From an optimization exercise on the open Yosys and OpenROAD flow, aimed at small area; shortcuts taken in it are not production practice. Only the layout flow was run in this run; the RTL was not checked for function there. No activity file was given, so power comes from the tool's default toggle rates.

## run.sh

```bash
#!/bin/bash
# synth_recipe.tcl (not shown) runs the flow's synth.tcl, then flattens the netlist and writes it again
# the make line also repeats each setting of config.mk as NAME=value (left out here)
make -C /OpenROAD-flow-scripts/flow DESIGN_CONFIG=/design/flow/config.mk WORK_HOME=/design/flow/orfs CLKGATE_MAP_FILE= SYNTH_SCRIPT=/design/flow/synth_recipe.tcl finish
```

## config.mk

```make
export PLATFORM = sky130hd
export DESIGN_NAME = pifo_top
export DESIGN_NICKNAME = pifo_top
export VERILOG_FILES = /design/flow/design.v
export SDC_FILE = /design/flow/constraint.sdc
export NUM_CORES = 4
export LEC_CHECK = 0
export ABC_AREA = 1
export CAP_MARGIN = 20
export CORE_MARGIN = 2
export CORE_UTILIZATION = 40
export CTS_CLUSTER_DIAMETER = 100
export CTS_CLUSTER_SIZE = 24
export SLEW_MARGIN = 20
export SYNTH_HIERARCHICAL = 1
export SYNTH_MINIMUM_KEEP_SIZE = 0
```

## constraint.sdc

```tcl
create_clock -name core_clock -period 12.0 [get_ports {i_clk}]
set_input_delay 2.4000 -clock core_clock [delete_from_list [all_inputs] [get_ports {i_clk}]]
set_output_delay 2.4000 -clock core_clock [all_outputs]
set_load 0.01 [all_outputs]
```

## design.v

```verilog
package pifo_geom_pkg;
    localparam int NUM_RINGS = 28;
    localparam int RING_LEN  = 3;
    localparam int NUM_SLOTS = NUM_RINGS * RING_LEN;    
    localparam int CAPACITY  = 84;
    localparam int OCC_W     = 7;
endpackage
package pifo_node_pkg;
    localparam int PRIO_W  = 12;
    localparam int TAG_W   = 4;                  
    localparam int ENTRY_W = TAG_W + PRIO_W;     
    localparam int HALF_W  = 8;
    localparam int WIN_W   = 6;
    localparam logic [2*HALF_W-1:0] INV_MASK = 16'hA8A8;
    localparam logic [ENTRY_W-1:0] EMPTY_ENTRY = 16'h0FFF;
endpackage
`timescale 1ns/10ps
module pifo_min_select
(
    input  logic i_cand,
    input  logic i_b1_n,         
    input  logic i_b0,           
    input  logic i_z1_n,
    input  logic i_z0,
    output logic o_t1_n,
    output logic o_t0,
    output logic o_cand
);
    logic c_mid_n;
    pifo_g_nand2 u_t1 (.a(i_cand), .b(i_b1_n), .y(o_t1_n));
    pifo_g_o21ai u_c1 (.a1(i_b1_n), .a2(i_z1_n), .b1(i_cand), .y(c_mid_n));
    pifo_g_nor2  u_t0 (.a(c_mid_n), .b(i_b0), .y(o_t0));
    pifo_g_a21oi u_c0 (.a1(i_b0), .a2(i_z0), .b1(c_mid_n), .y(o_cand));
endmodule
`timescale 1ns/10ps
module pifo_g_nand2 (input logic a, b, output logic y);
    assign y = ~(a & b);
endmodule
module pifo_g_nand3 (input logic a, b, c, output logic y);
    assign y = ~(a & b & c);
endmodule
module pifo_g_nor2 (input logic a, b, output logic y);
    assign y = ~(a | b);
endmodule
module pifo_g_o21ai (input logic a1, a2, b1, output logic y);
    assign y = ~((a1 | a2) & b1);
endmodule
module pifo_g_a21oi (input logic a1, a2, b1, output logic y);
    assign y = ~((a1 & a2) | b1);
endmodule
`timescale 1ns/10ps
import pifo_geom_pkg::*;
import pifo_node_pkg::*;
module pifo_top
(
    input  logic               i_clk,
    input  logic               i_arst_n,
    input  logic               i_push,
    input  logic [ENTRY_W-1:0] i_push_data,
    input  logic               i_pop,
    output logic               o_pop_valid,
    output logic [ENTRY_W-1:0] o_pop_data
);
    localparam int NS = NUM_SLOTS;
    logic [2*HALF_W-1:0] slot_q [NS];    
    logic [NS-1:0]       valid_q;
    logic [NS-1:0]       cand_q;         
    logic [ENTRY_W-1:0]  pend_q;         
    logic                pend_v_q;
    logic                pend_c_q;       
    logic                pcmp_q;         
    logic [PRIO_W-1:0]   min_prio_q;
    logic [WIN_W-1:0]    z_hi_q;         
    logic [TAG_W-1:0]    pop_tag_q;
    logic [OCC_W-1:0]    occ_q;
    logic                phase_q;
    logic                pop_q;          
    logic                empty_q;        
    logic                wait_q;         
    logic                run2_q;         
    logic push_acc;
    logic pop_cmd;
    assign push_acc = i_push && !i_pop && (occ_q != OCC_W'(CAPACITY));
    assign pop_cmd  = i_pop && !i_push;
    always_ff @(posedge i_clk or negedge i_arst_n) begin
        if (!i_arst_n) begin
            occ_q       <= '0;
            pop_q       <= 1'b0;
            o_pop_valid <= 1'b0;
            pcmp_q      <= 1'b0;
            phase_q     <= 1'b0;
            wait_q      <= 1'b0;
            run2_q      <= 1'b0;
        end else begin
            if (push_acc) begin
                occ_q <= occ_q + 1'b1;
            end else if (pop_cmd && occ_q != '0) begin
                occ_q <= occ_q - 1'b1;
            end
            pop_q       <= pop_cmd;
            o_pop_valid <= pop_q;
            pcmp_q      <= push_acc;
            phase_q     <= !phase_q;
            wait_q      <= pop_q && phase_q && !multi;
            run2_q      <= search_start && !multi_pop;
        end
    end
    always_ff @(posedge i_clk) begin
        empty_q <= (occ_q == '0);
        if (push_acc) begin
            pend_q <= i_push_data;
        end
    end
    logic [NUM_RINGS-1:0] ring_ins;
    logic                 ins_any;
    logic                 new_min;
    logic [2*HALF_W-1:0]  pend_word;
    always_comb begin
        logic taken;
        taken = 1'b0;
        for (int r = 0; r < NUM_RINGS; r++) begin
            ring_ins[r] = pend_v_q && !valid_q[r*RING_LEN + RING_LEN-1] && !taken;
            taken       = taken || !valid_q[r*RING_LEN + RING_LEN-1];
        end
        ins_any = pend_v_q && taken;
    end
    assign new_min = pcmp_q && (pend_q[PRIO_W-1:0] < min_prio_q);
    assign pend_word = INV_MASK ^ (phase_q ?
        {pend_q[11:6], pend_q[15:14], pend_q[5:0], pend_q[13:12]} :
        {pend_q[5:0], pend_q[13:12], pend_q[11:6], pend_q[15:14]});
    always_ff @(posedge i_clk or negedge i_arst_n) begin
        if (!i_arst_n) begin
            pend_v_q <= 1'b0;
        end else begin
            pend_v_q <= push_acc || (pend_v_q && !ins_any);
        end
    end
    always_ff @(posedge i_clk) begin
        if (pcmp_q) begin
            pend_c_q <= new_min;
        end
    end
    logic              search_start;
    logic              searching;
    logic [WIN_W-1:0]  z;
    logic [NS-1:0]     s_res;
    assign search_start = !phase_q && (pop_q || wait_q);
    assign searching    = search_start || run2_q;
    logic [3:0][NS-1:0] c_step;
    logic [NS-1:0] t1 [3];
    logic [NS-1:0] t0 [3];
    assign c_step[3] = search_start ? (valid_q & ~cand_q) : cand_q;
    always_ff @(posedge i_clk) begin
        z_hi_q <= z;
    end
    for (genvar p = 0; p < 3; p++) begin : g_step
        logic z1, z0;
        assign z1 = searching && !(&t1[p]);
        assign z0 = searching && (|t0[p]);
        for (genvar s = 0; s < NS; s++) begin : g_slot
            pifo_min_select u_bits (
                .i_cand  (c_step[p+1][s]),
                .i_b1_n  (slot_q[s][2*HALF_W-WIN_W+2*p+1]),
                .i_b0    (slot_q[s][2*HALF_W-WIN_W+2*p]),
                .i_z1_n  (!z1),
                .i_z0    (z0),
                .o_t1_n  (t1[p][s]),
                .o_t0    (t0[p][s]),
                .o_cand  (c_step[p][s])
            );
        end
        assign z[2*p+1] = z1;
        assign z[2*p]   = z0;
    end
    assign s_res = c_step[0];
    localparam int GRP = 12;
    localparam int NG  = NS / GRP;
    logic [NS-1:0] seen_before;
    logic [NS-1:0] first;
    logic          multi;
    logic          multi_pop;
    always_comb begin
        logic seen;
        seen = 1'b0;
        for (int g = 0; g < NG; g++) begin
            logic in_seen;
            in_seen = seen;
            for (int i = 0; i < GRP; i++) begin
                seen_before[g*GRP+i] = in_seen;
                in_seen              = in_seen || cand_q[g*GRP+i];
            end
            seen = seen || (|cand_q[g*GRP +: GRP]);
        end
        first = cand_q & ~seen_before;
        multi = |(cand_q & seen_before);
    end
    assign multi_pop = pop_q && multi && !empty_q;     
    always_ff @(posedge i_clk or negedge i_arst_n) begin
        if (!i_arst_n) begin
            min_prio_q <= '1;
        end else begin
            if (run2_q) begin
                min_prio_q <= {~z_hi_q, ~z};
            end else if (new_min) begin
                min_prio_q <= pend_q[PRIO_W-1:0];
            end
        end
    end
    always_ff @(posedge i_clk or negedge i_arst_n) begin
        if (!i_arst_n) begin
            valid_q <= '0;
        end else begin
            for (int r = 0; r < NUM_RINGS; r++) begin
                for (int k = 0; k < RING_LEN; k++) begin
                    int s, src;
                    s   = r*RING_LEN + k;
                    src = (k == 0) ? r*RING_LEN + RING_LEN-1 : s - 1;
                    if (k == 0 && ring_ins[r]) begin
                        valid_q[s] <= 1'b1;
                    end else begin
                        valid_q[s] <= valid_q[src] && !(pop_q && first[src]);
                    end
                end
            end
        end
    end
    always_ff @(posedge i_clk) begin
        for (int r = 0; r < NUM_RINGS; r++) begin
            for (int k = 0; k < RING_LEN; k++) begin
                int s, src;
                s   = r*RING_LEN + k;
                src = (k == 0) ? r*RING_LEN + RING_LEN-1 : s - 1;
                if (k == 0 && ring_ins[r]) begin
                    slot_q[s] <= pend_word;
                    cand_q[s] <= pcmp_q ? new_min : pend_c_q;
                end else begin
                    slot_q[s] <= {slot_q[src][HALF_W-1:0], slot_q[src][2*HALF_W-1:HALF_W]};
                    cand_q[s] <= multi_pop ? (cand_q[src] && seen_before[src]) : (s_res[src] && !new_min);
                end
            end
        end
    end
    logic [1:0] tag_up;
    logic [1:0] tag_lo;
    always_comb begin
        tag_up = '0;
        tag_lo = '0;
        for (int s = 0; s < NS; s++) begin
            tag_up = tag_up | ({2{first[s]}} & slot_q[s][HALF_W+1:HALF_W]);
            tag_lo = tag_lo | ({2{first[s]}} & slot_q[s][1:0]);
        end
    end
    always_ff @(posedge i_clk) begin
        if (pop_q) begin
            pop_tag_q <= empty_q ? EMPTY_ENTRY[ENTRY_W-1:PRIO_W] :
                         (phase_q ? {tag_lo, tag_up} : {tag_up, tag_lo});
        end
    end
    assign o_pop_data = {pop_tag_q, min_prio_q};
endmodule
```

==> qor.txt <==
Outcome -> complete, but fails checks
Violated Checks -> negative setup slack
Top delay family on crit path -> simple AND/OR/NAND/NOR gates
Placed Area -> 0.06060 sq mm
Post-DP HPWL -> 120.1 mm
Gpl congestion -> 0.9613
Crit path DAT -> 14.70 ns
Max Freq -> 0.07102 GHz
Placement Rows -> 132
First-pass DRT Iterations -> 5
Post-layout minimum cycle time -> 14.08 ns
CTS tree -> done
Root Buffer -> clkbuf_16
Synth warnings -> 9
Worst Skew -> 0.04200 ns
Mapped cell area -> 0.05235 sq mm
IO Port Bufs -> 36
Initial antenna violation count -> 7
R2r setup slk -> -2.08 ns
CP Capture Point -> cand_q[2]
Syn nets -> 5864
Max-slew violations -> 0
Fill count -> 12033
Worst Setup SP -> pop_q
Period utilisation layout -> 117.3%
Crit path largest cell delay -> 0.61 ns
Leak Pwr -> 27.31 nW
Top_reg_cell synth -> dfxtp_1
Multi-input logic area -> 0.01998 sq mm
Cell total after placement -> 8178
Sequential area share after synthesis -> 61.35%
Area grow syn2layout -> 24.91%
Crit path depth -> 73
Mapped Avg Cell Area -> 8.984 sq um
Total CTS buffers -> 75
Fin nets -> 6623
Count of cell types in the netlist -> 51
FF+latch area -> 0.03212 sq mm
Crit Reg-Reg Startpoint -> pop_q
Largest net degree at the start of global routing -> 89
Reg2reg path depth -> 73
Total number of vias -> 43386
Startpoint class of the critical path -> flop
Gr usage total -> 24.53%
Starting Density -> 40.38%
Worst Hold Class -> flop to flop
Crit-path slowest cell -> nand4_1
Ys async rst share -> 7.024%
Power Dens Cells -> 192.2 mW/mm^2
Grt ovf -> 0
CP Max Fanout -> 17
Antenna Nets Post-Route -> 0
Core area -> 0.1296 sq mm
Worst endpoint required time -> 12.62 ns
R2R Path End -> cand_q[2]
Final worst slack -> -2.080 ns
Final number of setup-violating endpoints -> 86
Syn Inst Count -> 5827
Initial drt markers -> 4101
Yosys reg bits -> 1566
Io pins -> 37
Clock latency (worst-skew pair) -> 0.70 ns
Global-route wire length before repair -> 253.3 mm
CP Class -> flop to flop
Finished Layout Cells -> 8360
Chip width -> 365.8 microns
RSZ-0062 raised after global routing -> yes
Clock sink total -> 1566
WL final -> 174.8 mm
Worst hold margin -> 0.3198 ns
Area share of the largest cell type after synthesis -> 54.92%
Synth area leader -> dfxtp_1
CP endpoint kind -> flop
Final Hold Fails -> 0
Via density -> 5.190
Peak supply drop -> 100.8 uV
Wire per inst -> 20.90 microns
Clock buffer depth -> 3
Max-cap violations -> 0
DRC -> 0
Vias in the first global route -> 40988
Max-slew headroom -> 25.74%
Final core utilization -> 50.43%
Layout cells sized above 1 -> 21.19%
Synth top area cells -> dfxtp_1 55%, nand2_1 9.1%, o21ai_0 5.2%
Number of flops mapped to enable cells by yosys -> 20
Clk slew on worst S/H paths -> 0.10 ns
Crit path buf inv count -> 27
Die Y -> 365.8 microns
Top cell by count, worst path -> nand4_1
H-tree depth -> 3
Slew @ Worst Pin -> 1.113 ns
# hold bufs at CTS -> 0
PnR Total Power -> 12.57 mW
Die Area -> 0.1338 sq mm
Post-route cell area -> 0.06539 sq mm
-- power breakdown --
part           total [mW]  internal [mW]  switching (mW)
combinational        3.78           1.70            2.08
clock                2.88           1.22            1.66
sequential           5.91           5.65           0.261
-- modules after synthesis, one instance, submodules excluded, a selection --
module | times used | area, sq um | flip-flops and latches
pifo_g_a21oi | 252 | 8.758 | 0
pifo_g_nand2 | 252 | 3.754 | 0
pifo_g_nor2 | 252 | 3.754 | 0
pifo_g_o21ai | 252 | 5.005 | 0
pifo_top | 1 | 46990 | 1566
-- logic make-up after synthesis --
kind of cell    count (synthesis)  share of synthesized area, %
simple gates                 2462                         20.13
xor+xnor                        5                       0.08365
fa+ha+maj                      17                        0.4207
mux                             1                       0.02151
buf+inv                       518                         3.812
compound gates               1258                         14.18
flops                        1566                         61.35
-- cell type report --
type / count / share of cell area (%)
Tap cell: 1742 / 3.333
Sequential cell: 1566 / 49.12
Multi-Input combinational cell: 3743 / 30.56
Inverter: 332 / 1.942
Antenna cell: 2 / 0.007654
Timing Repair Buffer: 868 / 11.82
Clock inverter: 3 / 0.04784
Clock buffer: 104 / 3.167
-- placed cells by master (no fill, tap or decap), drive strengths merged, types with 4 or more instances in the layout --
cell	instances
or2	4
dfrtp	98
nor3	40
inv	328
nand3b	8
clkinv	4
o221ai	12
buf	813
nand4	161
o21a	7
a22oi	5
dfstp	12
nand3	319
xor2	4
nor3b	5
nor2	559
dfxtp	1436
o21ai	847
bufbuf	4
a21boi	22
nor4	86
clkbuf	120
nand2	1278
edfxtp	20
clkdlybuf4s50	35
o2bb2ai	4
a21oi	348
ha	16
-- timing repair --
item                       in CTS  in global routing
setup buffers                  10                 37
pin swaps                      19                 72
gates resized for setup        60                267
gates cloned                    8                 18
setup endpoints to repair      88                 88
-- synth_stat cells (3+ instances only) --
cell type,count
o21ai_0,545
a22oi_1,5
edfxtp_1,20
nand2_1,1276
nor3b_1,5
buf_1,5
nor2_8,3
xor2_1,4
nand3b_1,8
nand4_1,157
nor2_4,4
nand4_4,3
dfstp_2,12
a21boi_0,22
clkinv_1,3
nand3_1,318
ha_1,16
o21ai_1,302
clkbuf_1,162
nor3_1,39
inv_1,329
nor4_1,86
or2_2,4
buf_2,8
dfrtp_1,98
nor2_1,550
o21a_1,7
dfxtp_1,1436
o221ai_1,12
buf_4,11
a21oi_1,96
o2bb2ai_1,4
a21oi_2,252
-- registers in the layout, indices dropped and copies added (netlist names), 4 cells and up --
signal      cells
pend_q         16
valid_q        84
z_hi_q          6
pop_tag_q       4
min_prio_q     12
occ_q           7
slot_q       1344
cand_q         84
-- layer usage --
metal	vias up	share of wire [%]	global-route usage, %
li1	20927	-	-
met1	20971	45	33.80
met2	1269	46	40.50
met3	217	6.0	3.252
met4	2	3.3	6.381
met5	-	0.0074	0
-- how the worst min path moves through the flow --
stage,startpoint,cells after the start,end
after global routing,slot_q[13][5],0,slot_q[14][13]
after floorplan,slot_q[9][2],0,slot_q[10][10]
final,slot_q[66][7],0,slot_q[67][15]
after CTS,slot_q[13][5],0,slot_q[14][13]
after global placement,slot_q[72][5],0,slot_q[73][13]
after detailed placement,slot_q[28][3],0,slot_q[29][11]
-- stage by stage --
step / setup slack, ns / setup TNS (ns)
finish: -2.080 / -168.18
global route: -2.245 / -182.83
CTS: -2.068 / -169.50
detailed placement: -3.823 / -318.82
global placement: -5.316 / -452.77
floorplan: -1.199 / -93.33

==> static timing again, ports no longer ideal <==
No port has a modelled driver above. Below, the same layout with a new extraction and two added sets of constraints.
Step 1, drivers: a clkbuf_16 drives i_clk and a buf_2 each remaining input, both assumed.
Step 2, shift: input delay + t, output delay - t, t = (earliest + latest rising clock arrival at the registers) / 2. This alone moves slack from input paths to output paths.
a / b / c = no drivers / after step 1 / after step 2; a / b = the first two.
t (ns): 0.746
setup WS [ns]: -2.080 / -2.080 / -2.080
latest minus earliest clock arrival (ns): 0.042 / 0.042
cell pins on the clock port's net: 1
For this run, drivers alone change the setup slack by 0.000 ns; drivers and shift together by 0.000 ns.
